Source: an optimization exercise on an open RTL-to-GDS flow (aim: small area, a short achievable clock period and few clock cycles per item). Production flows keep margins and buffers that such runs may drop.
The RTL was checked by simulation tests, not by an equivalence proof against the original design.
No activity file was given, so power comes from the tool's default toggle rates.

[constraint.sdc]
create_clock -name core_clock -period 6.0 [get_ports {clk}]
set_input_delay 1.2000 -clock core_clock [delete_from_list [all_inputs] [get_ports {clk}]]
set_output_delay 1.2000 -clock core_clock [all_outputs]
set_load 0.01 [all_outputs]
[config.mk]
export PLATFORM = sky130hd
export DESIGN_NAME = sequential_list_engine
export DESIGN_NICKNAME = sequential_list_engine
export VERILOG_FILES = /design/flow/design.v
export SDC_FILE = /design/flow/constraint.sdc
export NUM_CORES = 4
export LEC_CHECK = 0
export CAP_MARGIN = 20
export CORE_MARGIN = 2
export CORE_UTILIZATION = 40
export SLEW_MARGIN = 20
[design.v]
package sle_pkg;
  localparam int DEPTH_DEF      = 16;
  localparam int DATA_WIDTH_DEF = 32;
  localparam logic [2:0] CMD_APPEND  = 3'd0;
  localparam logic [2:0] CMD_INSERT  = 3'd1;
  localparam logic [2:0] CMD_FIND    = 3'd2;
  localparam logic [2:0] CMD_REMOVE  = 3'd3;
  localparam logic [2:0] CMD_WRITE   = 3'd4;
  localparam logic [2:0] CMD_READ    = 3'd5;
  localparam logic [2:0] CMD_CLEAR   = 3'd6;
  typedef struct packed {
    logic [2:0]         cmd;
    logic signed [31:0] value;
    logic [3:0]         position;
  } req_t;
  typedef struct packed {
    logic               ok;
    logic [3:0]         found_index;
    logic signed [31:0] read_value;
    logic [4:0]         count;
  } rsp_t;
  typedef enum logic [2:0] {
    PTR_HOLD,
    PTR_ZERO,
    PTR_INC,
    PTR_DEC,
    PTR_COUNT
  } ptr_op_t;
  typedef enum logic [1:0] {
    RD_PTR,
    RD_PTR_P1,
    RD_PTR_M1,
    RD_POS
  } rd_sel_t;
  typedef enum logic [1:0] {
    WA_PTR,
    WA_POS,
    WA_COUNT
  } wa_sel_t;
  typedef enum logic {
    WD_VAL,
    WD_RDATA
  } wd_sel_t;
  typedef enum logic [1:0] {
    CNT_HOLD,
    CNT_INC,
    CNT_DEC,
    CNT_ZERO
  } cnt_op_t;
  typedef struct packed {
    logic    load;
    ptr_op_t ptr_op;
    logic    rd_en;
    rd_sel_t rd_sel;
    logic    wr_en;
    wa_sel_t wa_sel;
    wd_sel_t wd_sel;
    cnt_op_t cnt_op;
  } ctrl_t;
  typedef struct packed {
    logic full;
    logic cnt_zero;
    logic pos_le_cnt;
    logic pos_lt_cnt;
    logic match;
    logic ptr_last;
    logic ptr_at_pos;
  } stat_t;
  typedef struct packed {
    logic capture;
    logic ok;
    logic found;
    logic rd;
  } res_t;
endpackage
module sle_ctrl (
  input  logic           clk,
  input  logic           rst,
  input  logic           req_valid,
  input  logic [2:0]     req_cmd,
  input  logic           out_free,
  input  sle_pkg::stat_t stat,
  output logic           req_ready,
  output sle_pkg::ctrl_t ctrl,
  output sle_pkg::res_t  res
);
  typedef enum logic [8:0] {
    S_IDLE    = 9'b000000001,
    S_DECODE  = 9'b000000010,
    S_INS_CHK = 9'b000000100,
    S_INS_WR  = 9'b000001000,
    S_SCAN    = 9'b000010000,
    S_REM_CHK = 9'b000100000,
    S_REM_WR  = 9'b001000000,
    S_RDWAIT  = 9'b010000000,
    S_POST    = 9'b100000000
  } state_t;
  state_t     state;
  state_t     state_next;
  logic [2:0] cmd_q;
  logic       ok_q;
  logic       found_q;
  logic       rd_q;
  logic       fin;
  logic       fin_ok;
  logic       fin_found;
  logic       fin_rd;
  always_comb begin
    state_next  = state;
    req_ready   = 1'b0;
    ctrl.load   = 1'b0;
    ctrl.ptr_op = sle_pkg::PTR_HOLD;
    ctrl.rd_en  = 1'b0;
    ctrl.rd_sel = sle_pkg::RD_PTR;
    ctrl.wr_en  = 1'b0;
    ctrl.wa_sel = sle_pkg::WA_PTR;
    ctrl.wd_sel = sle_pkg::WD_VAL;
    ctrl.cnt_op = sle_pkg::CNT_HOLD;
    fin         = 1'b0;
    fin_ok      = 1'b0;
    fin_found   = 1'b0;
    fin_rd      = 1'b0;
    res.capture = 1'b0;
    res.ok      = ok_q;
    res.found   = found_q;
    res.rd      = rd_q;
    unique case (state)
      S_IDLE: begin
        req_ready = 1'b1;
        if (req_valid) begin
          ctrl.load   = 1'b1;
          ctrl.ptr_op = sle_pkg::PTR_ZERO;
          state_next  = S_DECODE;
        end
      end
      S_DECODE: begin
        unique case (cmd_q)
          sle_pkg::CMD_APPEND: begin
            fin = 1'b1;
            if (!stat.full) begin
              ctrl.wr_en  = 1'b1;
              ctrl.wa_sel = sle_pkg::WA_COUNT;
              ctrl.cnt_op = sle_pkg::CNT_INC;
              fin_ok      = 1'b1;
            end
          end
          sle_pkg::CMD_INSERT: begin
            if (!stat.full && stat.pos_le_cnt) begin
              ctrl.ptr_op = sle_pkg::PTR_COUNT;
              state_next  = S_INS_CHK;
            end else begin
              fin = 1'b1;
            end
          end
          sle_pkg::CMD_FIND, sle_pkg::CMD_REMOVE: begin
            if (stat.cnt_zero) begin
              fin = 1'b1;
            end else begin
              ctrl.rd_en  = 1'b1;
              ctrl.rd_sel = sle_pkg::RD_PTR;
              state_next  = S_SCAN;
            end
          end
          sle_pkg::CMD_WRITE: begin
            fin = 1'b1;
            if (stat.pos_lt_cnt) begin
              ctrl.wr_en  = 1'b1;
              ctrl.wa_sel = sle_pkg::WA_POS;
              fin_ok      = 1'b1;
            end
          end
          sle_pkg::CMD_READ: begin
            if (stat.pos_lt_cnt) begin
              ctrl.rd_en  = 1'b1;
              ctrl.rd_sel = sle_pkg::RD_POS;
              state_next  = S_RDWAIT;
            end else begin
              fin = 1'b1;
            end
          end
          sle_pkg::CMD_CLEAR: begin
            fin         = 1'b1;
            fin_ok      = 1'b1;
            ctrl.cnt_op = sle_pkg::CNT_ZERO;
          end
          default: begin
            fin = 1'b1;
          end
        endcase
      end
      S_INS_CHK: begin
        if (stat.ptr_at_pos) begin
          ctrl.wr_en  = 1'b1;
          ctrl.wa_sel = sle_pkg::WA_POS;
          ctrl.cnt_op = sle_pkg::CNT_INC;
          fin         = 1'b1;
          fin_ok      = 1'b1;
        end else begin
          ctrl.rd_en  = 1'b1;
          ctrl.rd_sel = sle_pkg::RD_PTR_M1;
          state_next  = S_INS_WR;
        end
      end
      S_INS_WR: begin
        ctrl.wr_en  = 1'b1;
        ctrl.wa_sel = sle_pkg::WA_PTR;
        ctrl.wd_sel = sle_pkg::WD_RDATA;
        ctrl.ptr_op = sle_pkg::PTR_DEC;
        state_next  = S_INS_CHK;
      end
      S_SCAN: begin
        if (stat.match) begin
          if (cmd_q == sle_pkg::CMD_FIND) begin
            fin       = 1'b1;
            fin_ok    = 1'b1;
            fin_found = 1'b1;
          end else begin
            state_next = S_REM_CHK;
          end
        end else if (stat.ptr_last) begin
          fin = 1'b1;
        end else begin
          ctrl.rd_en  = 1'b1;
          ctrl.rd_sel = sle_pkg::RD_PTR_P1;
          ctrl.ptr_op = sle_pkg::PTR_INC;
        end
      end
      S_REM_CHK: begin
        if (stat.ptr_last) begin
          ctrl.cnt_op = sle_pkg::CNT_DEC;
          fin         = 1'b1;
          fin_ok      = 1'b1;
        end else begin
          ctrl.rd_en  = 1'b1;
          ctrl.rd_sel = sle_pkg::RD_PTR_P1;
          state_next  = S_REM_WR;
        end
      end
      S_REM_WR: begin
        ctrl.wr_en  = 1'b1;
        ctrl.wa_sel = sle_pkg::WA_PTR;
        ctrl.wd_sel = sle_pkg::WD_RDATA;
        ctrl.ptr_op = sle_pkg::PTR_INC;
        state_next  = S_REM_CHK;
      end
      S_RDWAIT: begin
        fin    = 1'b1;
        fin_ok = 1'b1;
        fin_rd = 1'b1;
      end
      S_POST: begin
        if (out_free) begin
          res.capture = 1'b1;
          state_next  = S_IDLE;
        end
      end
      default: begin
        state_next = S_IDLE;
      end
    endcase
    if (fin) begin
      state_next = S_POST;
    end
  end
  always_ff @(posedge clk) begin
    if (rst) begin
      state   <= S_IDLE;
      cmd_q   <= sle_pkg::CMD_APPEND;
      ok_q    <= 1'b0;
      found_q <= 1'b0;
      rd_q    <= 1'b0;
    end else begin
      state <= state_next;
      if (state == S_IDLE && req_valid) begin
        cmd_q <= req_cmd;
      end
      if (fin) begin
        ok_q    <= fin_ok;
        found_q <= fin_found;
        rd_q    <= fin_rd;
      end
    end
  end
endmodule
module sle_dpath #(
  parameter int DEPTH      = sle_pkg::DEPTH_DEF,
  parameter int DATA_WIDTH = sle_pkg::DATA_WIDTH_DEF,
  localparam int AW = (DEPTH > 1) ? $clog2(DEPTH) : 1,
  localparam int CW = $clog2(DEPTH + 1)
) (
  input  logic                  clk,
  input  logic                  rst,
  input  sle_pkg::ctrl_t        ctrl,
  input  logic signed [31:0]    value,
  input  logic [3:0]            position,
  output sle_pkg::stat_t        stat,
  output logic [DATA_WIDTH-1:0] rdata,
  output logic [AW-1:0]         ptr,
  output logic [CW-1:0]         count
);
  localparam int PW = (CW > 4) ? CW : 4;
  logic [DATA_WIDTH-1:0] mem [DEPTH];
  logic [DATA_WIDTH-1:0] val_q;
  logic [3:0]            pos_q;
  logic [63:0]           val_ext;
  logic [PW-1:0]         pos_ext;
  logic [PW-1:0]         count_ext;
  logic [AW-1:0]         pos_addr;
  logic [AW-1:0]         ra;
  logic [AW-1:0]         wa;
  logic [DATA_WIDTH-1:0] wd;
  assign val_ext = 64'(value);
  always_ff @(posedge clk) begin
    if (ctrl.load) begin
      val_q <= val_ext[DATA_WIDTH-1:0];
      pos_q <= position;
    end
  end
  assign pos_ext   = PW'(pos_q);
  assign count_ext = PW'(count);
  assign pos_addr  = pos_ext[AW-1:0];
  always_ff @(posedge clk) begin
    if (rst) begin
      ptr <= '0;
    end else begin
      case (ctrl.ptr_op)
        sle_pkg::PTR_ZERO:  ptr <= '0;
        sle_pkg::PTR_INC:   ptr <= ptr + AW'(1);
        sle_pkg::PTR_DEC:   ptr <= ptr - AW'(1);
        sle_pkg::PTR_COUNT: ptr <= count[AW-1:0];
        default:            ptr <= ptr;
      endcase
    end
  end
  always_ff @(posedge clk) begin
    if (rst) begin
      count <= '0;
    end else begin
      case (ctrl.cnt_op)
        sle_pkg::CNT_INC:  count <= count + CW'(1);
        sle_pkg::CNT_DEC:  count <= count - CW'(1);
        sle_pkg::CNT_ZERO: count <= '0;
        default:           count <= count;
      endcase
    end
  end
  always_comb begin
    case (ctrl.rd_sel)
      sle_pkg::RD_PTR_P1: ra = ptr + AW'(1);
      sle_pkg::RD_PTR_M1: ra = ptr - AW'(1);
      sle_pkg::RD_POS:    ra = pos_addr;
      default:            ra = ptr;
    endcase
    case (ctrl.wa_sel)
      sle_pkg::WA_POS:   wa = pos_addr;
      sle_pkg::WA_COUNT: wa = count[AW-1:0];
      default:           wa = ptr;
    endcase
    case (ctrl.wd_sel)
      sle_pkg::WD_RDATA: wd = rdata;
      default:           wd = val_q;
    endcase
  end
  always_ff @(posedge clk) begin
    if (ctrl.wr_en) begin
      mem[wa] <= wd;
    end
    if (ctrl.rd_en) begin
      rdata <= mem[ra];
    end
  end
  assign stat.full       = (count == CW'(DEPTH));
  assign stat.cnt_zero   = (count == '0);
  assign stat.pos_le_cnt = (pos_ext <= count_ext);
  assign stat.pos_lt_cnt = (pos_ext < count_ext);
  assign stat.match      = (rdata == val_q);
  assign stat.ptr_last   = ((CW'(ptr) + CW'(1)) >= count);
  assign stat.ptr_at_pos = (PW'(ptr) == pos_ext);
endmodule
module sequential_list_engine #(
  parameter int DEPTH      = sle_pkg::DEPTH_DEF,
  parameter int DATA_WIDTH = sle_pkg::DATA_WIDTH_DEF
) (
  input  logic          clk,
  input  logic          rst,
  input  logic          req_valid,
  output logic          req_ready,
  input  logic [2:0]    req_cmd,
  input  logic [31:0]   req_value,
  input  logic [3:0]    req_position,
  output logic          rsp_valid,
  input  logic          rsp_ready,
  output logic          rsp_ok,
  output logic [3:0]    rsp_found_index,
  output logic [31:0]   rsp_read_value,
  output logic [4:0]    rsp_count
);
  sle_pkg::req_t req;
  sle_pkg::rsp_t rsp;
  assign req.cmd         = req_cmd;
  assign req.value       = req_value;
  assign req.position    = req_position;
  assign rsp_ok          = rsp.ok;
  assign rsp_found_index = rsp.found_index;
  assign rsp_read_value  = rsp.read_value;
  assign rsp_count       = rsp.count;
  localparam int AW = (DEPTH > 1) ? $clog2(DEPTH) : 1;
  localparam int CW = $clog2(DEPTH + 1);
  sle_pkg::ctrl_t        ctrl;
  sle_pkg::stat_t        stat;
  sle_pkg::res_t         res;
  logic [DATA_WIDTH-1:0] rdata;
  logic [AW-1:0]         ptr;
  logic [CW-1:0]         count;
  logic [63:0]           rdata_ext;
  logic                  out_free;
  sle_ctrl u_ctrl (
    .clk       (clk),
    .rst       (rst),
    .req_valid (req_valid),
    .req_cmd   (req.cmd),
    .out_free  (out_free),
    .stat      (stat),
    .req_ready (req_ready),
    .ctrl      (ctrl),
    .res       (res)
  );
  sle_dpath #(
    .DEPTH      (DEPTH),
    .DATA_WIDTH (DATA_WIDTH)
  ) u_dpath (
    .clk      (clk),
    .rst      (rst),
    .ctrl     (ctrl),
    .value    (req.value),
    .position (req.position),
    .stat     (stat),
    .rdata    (rdata),
    .ptr      (ptr),
    .count    (count)
  );
  assign rdata_ext = 64'($signed(rdata));
  assign out_free  = !rsp_valid || rsp_ready;
  always_ff @(posedge clk) begin
    if (rst) begin
      rsp_valid <= 1'b0;
    end else if (res.capture) begin
      rsp_valid <= 1'b1;
    end else if (rsp_ready) begin
      rsp_valid <= 1'b0;
    end
  end
  always_ff @(posedge clk) begin
    if (res.capture) begin
      rsp.ok          <= res.ok;
      rsp.found_index <= res.found ? 4'(ptr) : 4'd0;
      rsp.read_value  <= res.rd ? rdata_ext[31:0] : 32'd0;
      rsp.count       <= 5'(count);
    end
  end
endmodule
[run.sh]
#!/bin/bash
# synth_recipe.tcl (not shown) runs the flow's synth.tcl, then flattens the netlist and writes it again
# the make line also repeats each setting of config.mk as NAME=value (left out here)
make -C /OpenROAD-flow-scripts/flow DESIGN_CONFIG=/design/flow/config.mk WORK_HOME=/design/flow/orfs CLKGATE_MAP_FILE= SYNTH_SCRIPT=/design/flow/synth_recipe.tcl finish
==> notes.md <==
[sequential cells by signal (all words and copies together) (netlist names)]
register	count
u_dpath.mem	512
rsp	42
u_dpath.rdata	32
u_dpath.val_q	32
u_ctrl.state	9
u_dpath.count	5
u_dpath.pos_q	4
u_dpath.ptr	4
u_ctrl.cmd_q	3
rsp_valid	1
u_ctrl.found_q	1
u_ctrl.ok_q	1
u_ctrl.rd_q	1
[synthesized netlist by cell type, types with 36 or more instances]
library cell,count,share of area (%)
nand2_1,61,0.84
xor2_1,37,1.2
and2_1,39,0.89
edfxtp_1,622,68
and3_1,66,1.5
a21oi_1,40,0.73
nand3_1,331,6.1
a211oi_1,36,0.99
nor2_1,47,0.65
o21ai_0,63,1.2
and4_1,59,1.9
clkbuf_1,105,1.4
[final cells by class]
type	instances	area share [%]
flip-flops and latches	647	61.0
multi-input cells	1135	24.1
clock buffers	91	5.82
repair buffers	137	4.39
well taps	873	3.47
clock inverters	33	0.911
inverters	23	0.275
[per-stage QoR]
step                hold slack [ns]  power, mW
global placement              0.418       6.34
CTS                           0.432       10.4
global route                  0.448       10.7
detailed placement            0.419       6.36
finish                        0.428       10.3
floorplan                     0.408       5.97
[path summary, 6_finish.rpt]
kind | to | slack, ns
max reg2reg | u_dpath.rdata[7]$_DFFE_PP_ | 0.84
min | rsp[41]$_DFFE_PP_ | 0.43
max | u_dpath.rdata[7]$_DFFE_PP_ | 0.84
min reg2reg | rsp[41]$_DFFE_PP_ | 0.43
[per-layer routing]
metal / part of all wire [%] / track usage, %
met1: 41 / 27.5
met2: 49 / 35.1
met3: 7.6 / 4.13
met4: 2.7 / 7.54
met5: 0 / 0
[critical path, delay by kind of cell, from the launching register on]
kind	cells	cell delay [ns]
fa+ha+maj	2	0.72
buf+inv	2	0.50
flops	1	0.53
compound gates	7	2.50
simple gates	2	0.52
[power by group through the flow]
stage / clock network [mW] / logic (mW) / registers (mW)
3_3_place_gp: 0 / 0.828 / 5.51
6_report: 4.06 / 0.859 / 5.42
5_1_grt: 4.30 / 0.933 / 5.43
2_1_floorplan: 0 / 0.537 / 5.44
4_1_cts: 4.13 / 0.855 / 5.41
3_5_place_dp: 0 / 0.853 / 5.50
[cells by family after synthesis]
| family | after synthesis |
|---|---|
| adders and majority gates | 17 |
| xor gates and xnor gates | 45 |
| buffers and inverters | 178 |
| AOI/OAI and AO/OA | 354 |
| and+or+nand+nor | 679 |
| DFF | 647 |
| muxes | 40 |
==> results_dict.tcl <==
set metrics [dict create \
    status "no timing/DRC/antenna violations" \
    cts_resized 0 \
    min_period_ns 5.16 \
    synthSimpleGateAreaFrac_pct 13.7 \
    synthAdderAreaFrac_pct 0.807 \
    rsz0062_at_grt "false" \
    irDropWorstVdd_v 0.000174 \
    worst_pin_slew_ns 1.09 \
    cts_hold_buf 0 \
    layout-drive-gt1-share_pct 10.4 \
    numCtsBuffers 68 \
    final_common_cell "edfxtp_1" \
    ios 87 \
    antenna_found_initial 2 \
    power_frac_clock_pct 39.3 \
    setup_violations 0 \
    placed_cells 2815 \
    max_stage_delay_ns 0.68 \
    seq_area_mm2 0.0192 \
    fin_util_pct 46.7 \
    die_y_um 265 \
    dpl.hpwl_um 42400 \
    p_switching_mw 2.46 \
    drtIter0Drc 1840 \
    rows 95 \
    min_from "u_ctrl.ok_q$_SDFFE_PP0P_" \
    cts-root-buf "clkbuf_16" \
    syn_nets 2020 \
    crit_chain "inv_1, ha_1, ha_1, nand2_1, o21ai_0, a21oi_1, o21ai_0, o311a_4, nand2_4, buf_12, a211oi_1, a2bb2oi_1, o221ai_1" \
    cp.arrival_ns 5.47 \
    drc_errors 0 \
    core_area_mm2 0.0674 \
    switching_share_pct 23.8 \
    fmax_mhz 194 \
    synth_cells 1960 \
    finalHoldViolCount 0 \
    synth_top_family_by_area "simple AND/OR/NAND/NOR gates" \
    dr.pass1.iters 5 \
    p_leak_nw 10.0 \
    ant_nets 0 \
    pwr-share-seq_pct 52.4 \
    synth_edf_count 622 \
    worst_slack_ns 0.842 \
    clk_pin_slew_worst_paths_ns 0.06 \
    synth_xor_area_share_pct 1.44 \
    synthToLayoutAreaGrowth_pct 15.3 \
    synthFlopType "edfxtp_1" \
    wl_um 74800 \
    pwr-share-comb_pct 8.3 \
    intPower_mw 7.88 \
    htreeDepth 3 \
    fin_cells 2939 \
    grt_max_degree 131 \
    cts.sinks 647 \
    holdCritPathClass "register to register" \
    start_util_pct 40.5 \
    n_antenna_cell 0 \
    die_w_um 265 \
    cpMaxStageDelayCell "o311a_4" \
    pre_cts_ws_ns 0.965 \
    pwr_density_cell_mw_per_mm2 329 \
    fin_crit_sh_pct 86.0 \
    setup_tns_ns 0 \
    synth_cell_types 73 \
    finalClockSkew_ns 0.0149 \
    routedWlPerCell_um 25.5 \
    crit_fanout 59 \
    synth_area_per_cell_um2 13.9 \
    min_path_cells 0 \
    cp.required_ns 6.31 \
    ys_seq_elements 647 \
    yosys_warnings 3 \
    grt_usage_pct 21.1 \
    grt_pass1_vias 17080 \
    die_area_mm2 0.0703 \
    nets 2072 \
    gr-total-overflow 0 \
    slew_violations 0 \
    clk_latency_ns 0.61 \
    synth-compound-area-share_pct 9.52 \
    gp_congestion 0.904 \
    ys_async_sr_fraction_pct 0 \
    synthMuxAreaShare_pct 1.63 \
    final_cell_mix "edfxtp_1, nand3_1, clkdlybuf4s50_1" \
    post_dp_cell_area_mm2 0.0293 \
    clock_path_buffers 3 \
    seq_area_frac_synth_pct 70.3 \
    cts_setup_buffers 0 \
    relSlewSlack_pct 27.5 \
    fill_cells 5817 \
    final_area_mm2 0.0314 \
    grt_pass1_wl_um 111000 \
    r2r_start "u_dpath.ptr[1]$_SDFFE_PP0P_" \
    startpoint "u_dpath.ptr[1]$_SDFFE_PP0P_" \
    end_kind "register" \
    cts_tree "done" \
    num_vias 17738 \
    start_kind "register" \
    reg2reg_depth 13 \
    vias_per_cell 6.04 \
    syn_area_mm2 0.0273 \
    multi_input_area_mm2 0.00758 \
    io_buffers 86 \
    crit_type "register to register" \
    max_cap_violations 0 \
]
Testbench counts, summed over its fixed seeds: cycles 97,660, items 16,000.

-- static timing again, ports no longer ideal --
No port has a modelled driver above. Below, the same layout with a new extraction and two added sets of constraints. Step 1 sets driving cells, clkbuf_16 on the clock port and buf_2 on the other inputs (assumed; they add their load-dependent delay and slew). Step 2 times the ports against the registers' clock, not the clock port: input delays grow and output delays shrink by t, the midpoint of the rising clock arrivals with the driver on. Slacks: no drivers / after step 1 / after step 2; pairs: no drivers / after step 1.
t, ns: 0.665
setup WS [ns]: 0.842 / 0.842 / 0.842
hold WS [ns]: 0.428 / 0.428 / 0.428
slew at the worst register clock pin (ns): 0.06 / 0.06
worst data-port slew with drivers (ns): 0.06
After both steps this run still meets setup and hold. For this run, drivers alone change the setup slack by 0.000 ns; drivers and shift together by 0.000 ns.
